From an optimization exercise on the open Yosys and OpenROAD flow, aimed at small area, a short achievable clock period and few clock cycles per item; shortcuts taken in it are not production practice. Power and IR drop assume default switching activity.

==> inputs of garnet <==
## solar_load_shift_decision
module solar_load_shift_decision #(
	parameter int HISTORY_DEPTH = slsd_pkg::HISTORY_DEPTH_DEF,
	parameter int RING_TAPS     = slsd_pkg::RING_TAPS_DEF
) (
	input  logic                            clk,
	input  logic                            arst_n,
	input  logic                            wr_en,
	input  logic [slsd_pkg::CFG_IDX_W-1:0]  wr_index,
	input  logic [slsd_pkg::CFG_DATA_W-1:0] wr_data,
	input  logic                            sample_valid,
	output logic                            sample_ready,
	input  logic [slsd_pkg::LOAD_W-1:0]     sample_load_power,
	input  logic [slsd_pkg::SOLAR_W-1:0]    sample_solar_power,
	input  logic [slsd_pkg::DELTA_W-1:0]    sample_solar_energy_delta,
	input  logic [slsd_pkg::HOUR_W-1:0]     sample_hour,
	output logic                            result_valid,
	input  logic                            result_ready,
	output logic                            result_run_loads,
	output logic [slsd_pkg::DEV_W-1:0]      result_plug_count,
	output logic [slsd_pkg::EST_W-1:0]      result_solar_estimate
);
	localparam int M      = HISTORY_DEPTH / RING_TAPS;
	localparam int PH_W   = $clog2(M);
	localparam int TAP_W  = $clog2(RING_TAPS);
	localparam int DW     = slsd_pkg::DELTA_W;
	localparam int FILL_W = $clog2(HISTORY_DEPTH + 1);
	localparam int F5_W   = $clog2(5 * HISTORY_DEPTH + 1);
	localparam int NDIG   = (F5_W + 2) / 2;          
	localparam int SUM_W  = DW + FILL_W;
	localparam int S6_W   = SUM_W + 3;               
	localparam int DD_W   = DW + 1;
	localparam int DD6_W  = DD_W + 3;                
	localparam int Z_W    = SUM_W + 4;               
	localparam int RES_W  = 1 + slsd_pkg::DEV_W + slsd_pkg::EST_W;
	localparam int DIV_W  = slsd_pkg::DIV_IN_W;
	localparam int DIVBY  = slsd_pkg::DIV_BY;
  ...
clock: 7.5 ns
lec_check: 0
cap_margin: 20
core_margin: 2
core_utilization: 55
setup_slack_margin: 4.5
slew_margin: 20
synth_memory_max_bits: 8192
standard.sh (not shown) runs the stock make flow with config.mk's settings and CLKGATE_MAP_FILE= SYNTH_SCRIPT=/design/flow/synth_recipe.tcl, a recipe that flattens the netlist after the stock synthesis.
==> flow/flow/run.sh <==
#!/bin/bash
# The standard layout (standard.sh, its synthesis unchanged) with these settings changed:
# - the port buffers are sky130_fd_sc_hd__buf_4 instead of the delay buffer buffer_ports picks
#   by itself (every port still gets its own buffer);
# - timing repair may resize cells across footprints;
# - clock tree synthesis clusters up to 25 sinks within 80 um per leaf buffer and inserts no
#   dummy loads (the tree is still one balanced tree from the clock port).
# Every tool's output goes to orfs/logs/ as usual; make's own output goes to flow.log here.
set -euo pipefail
bash standard.sh \
	"BUFFER_PORTS_ARGS=-buffer_cell sky130_fd_sc_hd__buf_4" \
	MATCH_CELL_FOOTPRINT=0 \
	"CTS_ARGS=-sink_clustering_enable -repair_clock_nets -dont_use_dummy_load -sink_clustering_size 25 -sink_clustering_max_diameter 80" \
	finish > flow.log 2>&1
==> inputs of quartz, as changes to garnet <==
--- a/flow/design.v
+++ b/flow/design.v
@@ -45,11 +45,11 @@
 	localparam int M     = DEPTH / TAPS;
 	localparam int TAP_W = $clog2(TAPS);
 	logic [DEPTH*WIDTH-1:0] q;
 	for (genvar i = 0; i < DEPTH; i++) begin : g_ent
 		localparam int PREV = (i + DEPTH - 1) % DEPTH;
-		if ((i % M) == 1) begin : g_tap
+		if ((i % M) == 0) begin : g_tap
 			always_ff @(posedge clk) begin
 				if (wr && tap == TAP_W'(i / M))
 					q[i*WIDTH +: WIDTH] <= wdata;
 				else
 					q[i*WIDTH +: WIDTH] <= q[PREV*WIDTH +: WIDTH];
@@ -132,32 +132,29 @@
 	localparam int DIVBY  = slsd_pkg::DIV_BY;
 	logic [slsd_pkg::HOUR_W-1:0]  cheap_start_q;
 	logic [slsd_pkg::HOUR_W-1:0]  cheap_end_q;
 	logic [slsd_pkg::SOLAR_W-1:0] threshold_q;
 	logic [slsd_pkg::DEV_W-1:0]   max_devices_q;
-	logic [slsd_pkg::SOLAR_W+1:0] thr3_q;
 	always_ff @(posedge clk or negedge arst_n) begin
 		if (!arst_n) begin
 			cheap_start_q <= slsd_pkg::CHEAP_START_RST;
 			cheap_end_q   <= slsd_pkg::CHEAP_END_RST;
 			threshold_q   <= slsd_pkg::THRESHOLD_RST;
-			thr3_q        <= (slsd_pkg::SOLAR_W + 2)'(slsd_pkg::THRESHOLD_RST) * (slsd_pkg::SOLAR_W + 2)'(3);
 			max_devices_q <= slsd_pkg::MAX_DEVICES_RST;
 		end else if (wr_en) begin
 			case (wr_index)
 				slsd_pkg::REG_CHEAP_START:     cheap_start_q <= wr_data[slsd_pkg::HOUR_W-1:0];
 				slsd_pkg::REG_CHEAP_END:       cheap_end_q   <= wr_data[slsd_pkg::HOUR_W-1:0];
-				slsd_pkg::REG_SOLAR_THRESHOLD: begin
-					threshold_q <= wr_data[slsd_pkg::SOLAR_W-1:0];
-					thr3_q      <= ((slsd_pkg::SOLAR_W + 2)'(wr_data[slsd_pkg::SOLAR_W-1:0]) << 1) +
-						(slsd_pkg::SOLAR_W + 2)'(wr_data[slsd_pkg::SOLAR_W-1:0]);
-				end
+				slsd_pkg::REG_SOLAR_THRESHOLD: threshold_q   <= wr_data[slsd_pkg::SOLAR_W-1:0];
 				slsd_pkg::REG_MAX_DEVICES:     max_devices_q <= wr_data[slsd_pkg::DEV_W-1:0];
 				default: ;
 			endcase
 		end
 	end
+	logic [slsd_pkg::SOLAR_W+1:0] thr3_q;
+	always_ff @(posedge clk)
+		thr3_q <= ((slsd_pkg::SOLAR_W + 2)'(threshold_q) << 1) + (slsd_pkg::SOLAR_W + 2)'(threshold_q);
 	localparam int CAP   = 5;
 	localparam int QD    = CAP - 1;
 	localparam int CNT_W = $clog2(CAP + 1);
 	localparam int QP_W  = $clog2(QD);
 	logic              ready_q;
@@ -245,10 +242,22 @@
 	logic [DW-1:0]    old_pre_q;
 	assign rtap = (ph_q == PH_W'(M - 1)) ? ((tap_q == TAP_W'(RING_TAPS - 1)) ? '0 : tap_q + 1'b1) :
 		tap_q;
 	always_ff @(posedge clk)
 		old_pre_q <= ring_old;
+	slsd_ring #(
+		.DEPTH (HISTORY_DEPTH),
+		.WIDTH (DW),
+		.TAPS  (RING_TAPS)
+	) u_ring (
+		.clk   (clk),
+		.wr    (accept),
+		.tap   (tap_q),
+		.rtap  (rtap),
+		.wdata (dsat0),
+		.rdata (ring_old)
+	);
 	logic [NDIG-1:0] bone0, btwo0, bneg0;
 	always_comb begin
 		logic [F5_W+2:0] f;
 		logic [2:0]      g;
 		f = {2'b00, fill5_q, 1'b0};
@@ -299,33 +308,20 @@
 		above1   <= above0;
 		boost1   <= boost0;
 		cheap1   <= cheap0;
 		surplus1 <= surplus0;
 	end
-	slsd_ring #(
-		.DEPTH (HISTORY_DEPTH),
-		.WIDTH (DW),
-		.TAPS  (RING_TAPS)
-	) u_ring (
-		.clk   (clk),
-		.wr    (v1_q),
-		.tap   (tap_q),
-		.rtap  (rtap),
-		.wdata (delta1),
-		.rdata (ring_old)
-	);
-	localparam int DDC_W = DD6_W - 1;
-	logic [DDC_W-1:0] ddu1, ddw1;
+	logic [DD6_W-1:0] dd1;
 	always_comb begin
-		logic [DDC_W-1:0] x, y, z, w;
-		x = DDC_W'(delta1) << 2;
-		y = DDC_W'(delta1) << 1;
-		z = ~old6_1;
-		ddu1 = x ^ y ^ z;
+		logic [DD6_W-1:0] x, y, z, u, w;
+		x = DD6_W'(delta1) << 2;
+		y = DD6_W'(delta1) << 1;
+		z = ~(DD6_W'(old6_1));
+		u = x ^ y ^ z;
 		w = ((x & y) | (x & z) | (y & z)) << 1;
 		w[0] = 1'b1;
-		ddw1 = w;
+		dd1 = u + w;
 	end
 	logic [Z_W-1:0] rows [NDIG];
 	always_comb begin
 		logic [Z_W-1:0] row;
 		for (int k = 0; k < NDIG; k++) begin
@@ -346,103 +342,80 @@
 	logic [Z_W-1:0] sa, ca, sb, cb, sc, cc, pc1, ps1;
 	assign {ca, sa}   = csa(rows[0], rows[1], rows[2]);
 	assign {cb, sb}   = csa(rows[3], rows[4], rows[5]);
 	assign {cc, sc}   = csa(sa, ca, sb);
 	assign {pc1, ps1} = csa(sc, cc, cb);
-	logic [12:0] rem1;    
-	logic [1:0]  q1;
+	logic [10:0] rem1;    
+	logic [3:0]  q1;
 	always_comb begin
 		logic [DR_W-1:0] r;
 		r = DR_W'(y1);
-		{q1, r} = div4(r, 6);
-		rem1 = r[12:0];
+		{q1[3:2], r} = div4(r, 6);
+		{q1[1:0], r} = div4(r, 4);
+		rem1 = r[10:0];
 	end
 	logic [Z_W-1:0]    pc2, ps2;
-	logic [DDC_W-1:0]  ddu2, ddw2;
+	logic [DD6_W-1:0]  dd2;
 	logic [FILL_W+2:0] fill6_2;
 	logic              few2;
-	logic [12:0]       rem2;
-	logic [1:0]        q2;
+	logic [10:0]       rem2;
+	logic [3:0]        q2;
 	logic              above2, boost2, cheap2, surplus2;
 	always_ff @(posedge clk) begin
 		pc2      <= pc1;
 		ps2      <= ps1;
-		ddu2     <= v1_q ? ddu1 : '1;
-		ddw2     <= v1_q ? ddw1 : DDC_W'(1);
+		dd2      <= dd1;
 		fill6_2  <= (FILL_W+3)'(fill1) * (FILL_W+3)'(6);
 		few2     <= fill1 < FILL_W'(slsd_pkg::MIN_FILL);
 		rem2     <= rem1;
 		q2       <= q1;
 		above2   <= above1;
 		boost2   <= boost1;
 		cheap2   <= cheap1;
 		surplus2 <= surplus1;
 	end
-	function automatic logic [2*Z_W-1:0] csa3(input logic [Z_W-1:0] x, y, z);
-		logic [Z_W-1:0] c;
-		c = ((x & y) | (x & z) | (y & z)) << 1;
-		csa3 = {c, x ^ y ^ z};
-	endfunction
-	logic [Z_W-1:0] sa_q, sb_q;
-	logic [Z_W-1:0] ddu2x, ddw2x, sa_p, sb_p, sa_n, sb_n;
-	assign ddu2x = {{(Z_W-DDC_W){1'b1}}, ddu2};
-	assign ddw2x = Z_W'(ddw2);
-	assign {sb_p, sa_p} = csa3(sa_q, sb_q, ddu2x);
-	assign {sb_n, sa_n} = csa3(sa_p, sb_p, ddw2x);
+	logic [S6_W-1:0] s6_q;
 	always_ff @(posedge clk or negedge arst_n) begin
 		if (!arst_n) begin
-			sa_q <= '0;
-			sb_q <= '0;
+			s6_q <= '0;
 		end else begin
-			sa_q <= sa_n;
-			sb_q <= sb_n;
+			s6_q <= s6_q + (v2_q ? S6_W'($signed(dd2)) : '0);
 		end
 	end
-	logic [Z_W-1:0] u2, w2, ua, wa;
+	logic [Z_W-1:0] u2, w2;
 	logic           rise2;
 	always_comb begin
-		{wa, ua} = csa3(sa_q, sb_q, ~pc2);
-		{w2, u2} = csa3(ua, wa, ~ps2);
+		logic [Z_W-1:0] x, y, z;
+		x = Z_W'(s6_q);
+		y = ~pc2;
+		z = ~ps2;
+		u2 = x ^ y ^ z;
+		w2 = ((x & y) | (x & z) | (y & z)) << 1;
 		w2[0] = 1'b1;
 	end
 	assign rise2 = u2[Z_W-1] ^ w2[Z_W-1] ^ (u2[Z_W-2:0] >= ~w2[Z_W-2:0]);
-	logic [Z_W-1:0] ul2, wl2;
-	logic           sum_low2;
-	assign {wl2, ul2} = csa3(sa_q, sb_q, ~(Z_W'(fill6_2)));
-	assign sum_low2 = ul2[Z_W-1] ^ wl2[Z_W-1] ^ (ul2[Z_W-2:0] > ~wl2[Z_W-2:0]);
-	logic [8:0] rem2n;    
-	logic [5:0] q2n;
+	logic [slsd_pkg::DEV_W-1:0] quot2;
 	always_comb begin
 		logic [DR_W-1:0] r;
 		r = DR_W'(rem2);
-		q2n[5:4] = q2;
-		{q2n[3:2], r} = div4(r, 4);
-		{q2n[1:0], r} = div4(r, 2);
-		rem2n = r[8:0];
+		quot2[7:4] = q2;
+		{quot2[3:2], r} = div4(r, 2);
+		{quot2[1:0], r} = div4(r, 0);
 	end
 	logic             rise3, few3, sum_low3;
-	logic [8:0]       rem3;
-	logic [5:0]       q3;
+	logic [slsd_pkg::DEV_W-1:0] quot3;
 	logic             above3, boost3, cheap3, surplus3;
 	always_ff @(posedge clk) begin
 		rise3    <= rise2;
 		few3     <= few2;
-		sum_low3 <= sum_low2;
-		rem3     <= rem2n;
-		q3       <= q2n;
+		sum_low3 <= s6_q <= S6_W'(fill6_2);
+		quot3    <= quot2;
 		above3   <= above2;
 		boost3   <= boost2;
 		cheap3   <= cheap2;
 		surplus3 <= surplus2;
 	end
-	logic [slsd_pkg::DEV_W-1:0] quot3;
-	always_comb begin
-		logic [DR_W-1:0] r;
-		r = DR_W'(rem3);
-		quot3[7:2] = q3;
-		{quot3[1:0], r} = div4(r, 0);
-	end
 	logic                       run3;
 	logic [slsd_pkg::EST_W-1:0] est3;
 	slsd_decide u_decide (
 		.above      (above3),
 		.boost      (boost3),
==> comparison <==
garnet reached the layout checks and failed them: max-capacitance violations, max-slew violations. quartz finished clean.
Of garnet and quartz, quartz has the higher non-clock buffer count (gap 18).
In garnet the via count is larger than in quartz, by about 0.7%.
Against quartz, the die area of garnet is higher by 0.98%.
Design area: quartz is smaller than garnet (about 1.1%).
In quartz the clock skew is higher than in garnet, by 0.042 ns.
Of quartz and garnet, garnet has the higher combinational power (gap 74%, measured against garnet).
Of quartz and garnet, garnet has the higher total power (gap about 11%, measured against garnet).
Cell count: quartz is lower than garnet (1.2%).
Between quartz and garnet, the lower sequential power is in quartz (gap about 3%, measured against garnet).
Of quartz and garnet, garnet has the higher hold slack (gap 0.025 ns).
==> figures <==
Non-clk invs: quartz 404; garnet 489
Hold Crit Endpoint: quartz u_ring.q[6604]; garnet u_ring.q[6191]
Placed cell count: quartz 14772; garnet 14975
Result of the run: quartz complete, no violations; garnet finished with violations
Layout check failures: quartz -; garnet max-capacitance violations, max-slew violations
Met3 layer usage reported by global route: quartz 2.10%; garnet 2.68%
GR Layer Usage met1: quartz 23.1%; garnet 24.5%
Overall routed net length: quartz 253 mm; garnet 267 mm
Sequential area share after synthesis: quartz 87.8%; garnet 87.7%
Sequential share of power: quartz 65.6%; garnet 60.1%
Post-synthesis simple-gate area fraction: quartz 1.97%; garnet 1.96%
Critical path buffers and inverters: quartz 1; garnet 3
First-pass GRT wire length: quartz 383 mm; garnet 405 mm
Syn Nets: quartz 11142; garnet 11272
Static Leak: quartz 77.9 nW; garnet 78.4 nW
Initial antenna violation count: quartz 33; garnet 34
Sequential standard cell area: quartz 155000 sq um; garnet 156000 sq um
Die extent in y: quartz 570 microns; garnet 573 microns
Number of global-route vias before repair: quartz 67809; garnet 69436
Critical path's slowest cell: quartz dfrtp_4; garnet fa_1
Clock latency on the worst-skew pair: quartz 0.94 ns; garnet 0.92 ns
Data arrival time of the critical path: quartz 3.85 ns; garnet 4.03 ns
Total routing usage reported by global routing: quartz 15.3%; garnet 16.2%
No functional check of the RTL was part of any run of this note.

afterwards: timing with drivers on the ports:
Ports are ideal in the flow. The routed layouts listed here were re-timed in OpenROAD. Step 1 assumes that a clkbuf_16 drives the clock port and a buf_2 every other input. Step 2, shift: input delay + t, output delay - t, t = (earliest + latest rising clock arrival at the registers) / 2. This alone moves slack from input paths to output paths. Slacks: ideal / step 1 / step 2; pairs: ideal / step 1.
| run | t, ns | setup slack, ns | clock arrival spread, ns | worst register clock-pin slew, ns | cell pins on the clock port's net |
|---|---|---|---|---|---|
| garnet | 0.972 | 4.220 / 4.220 / 3.542 | 0.100 / 0.101 | 0.10 / 0.10 | 1 |
| quartz | 0.970 | 4.470 / 4.441 / 3.601 | 0.151 / 0.151 | 0.10 / 0.10 | 1 |
For quartz, which loses most, drivers alone change the setup slack by -0.029 ns; drivers and shift together by -0.869 ns.
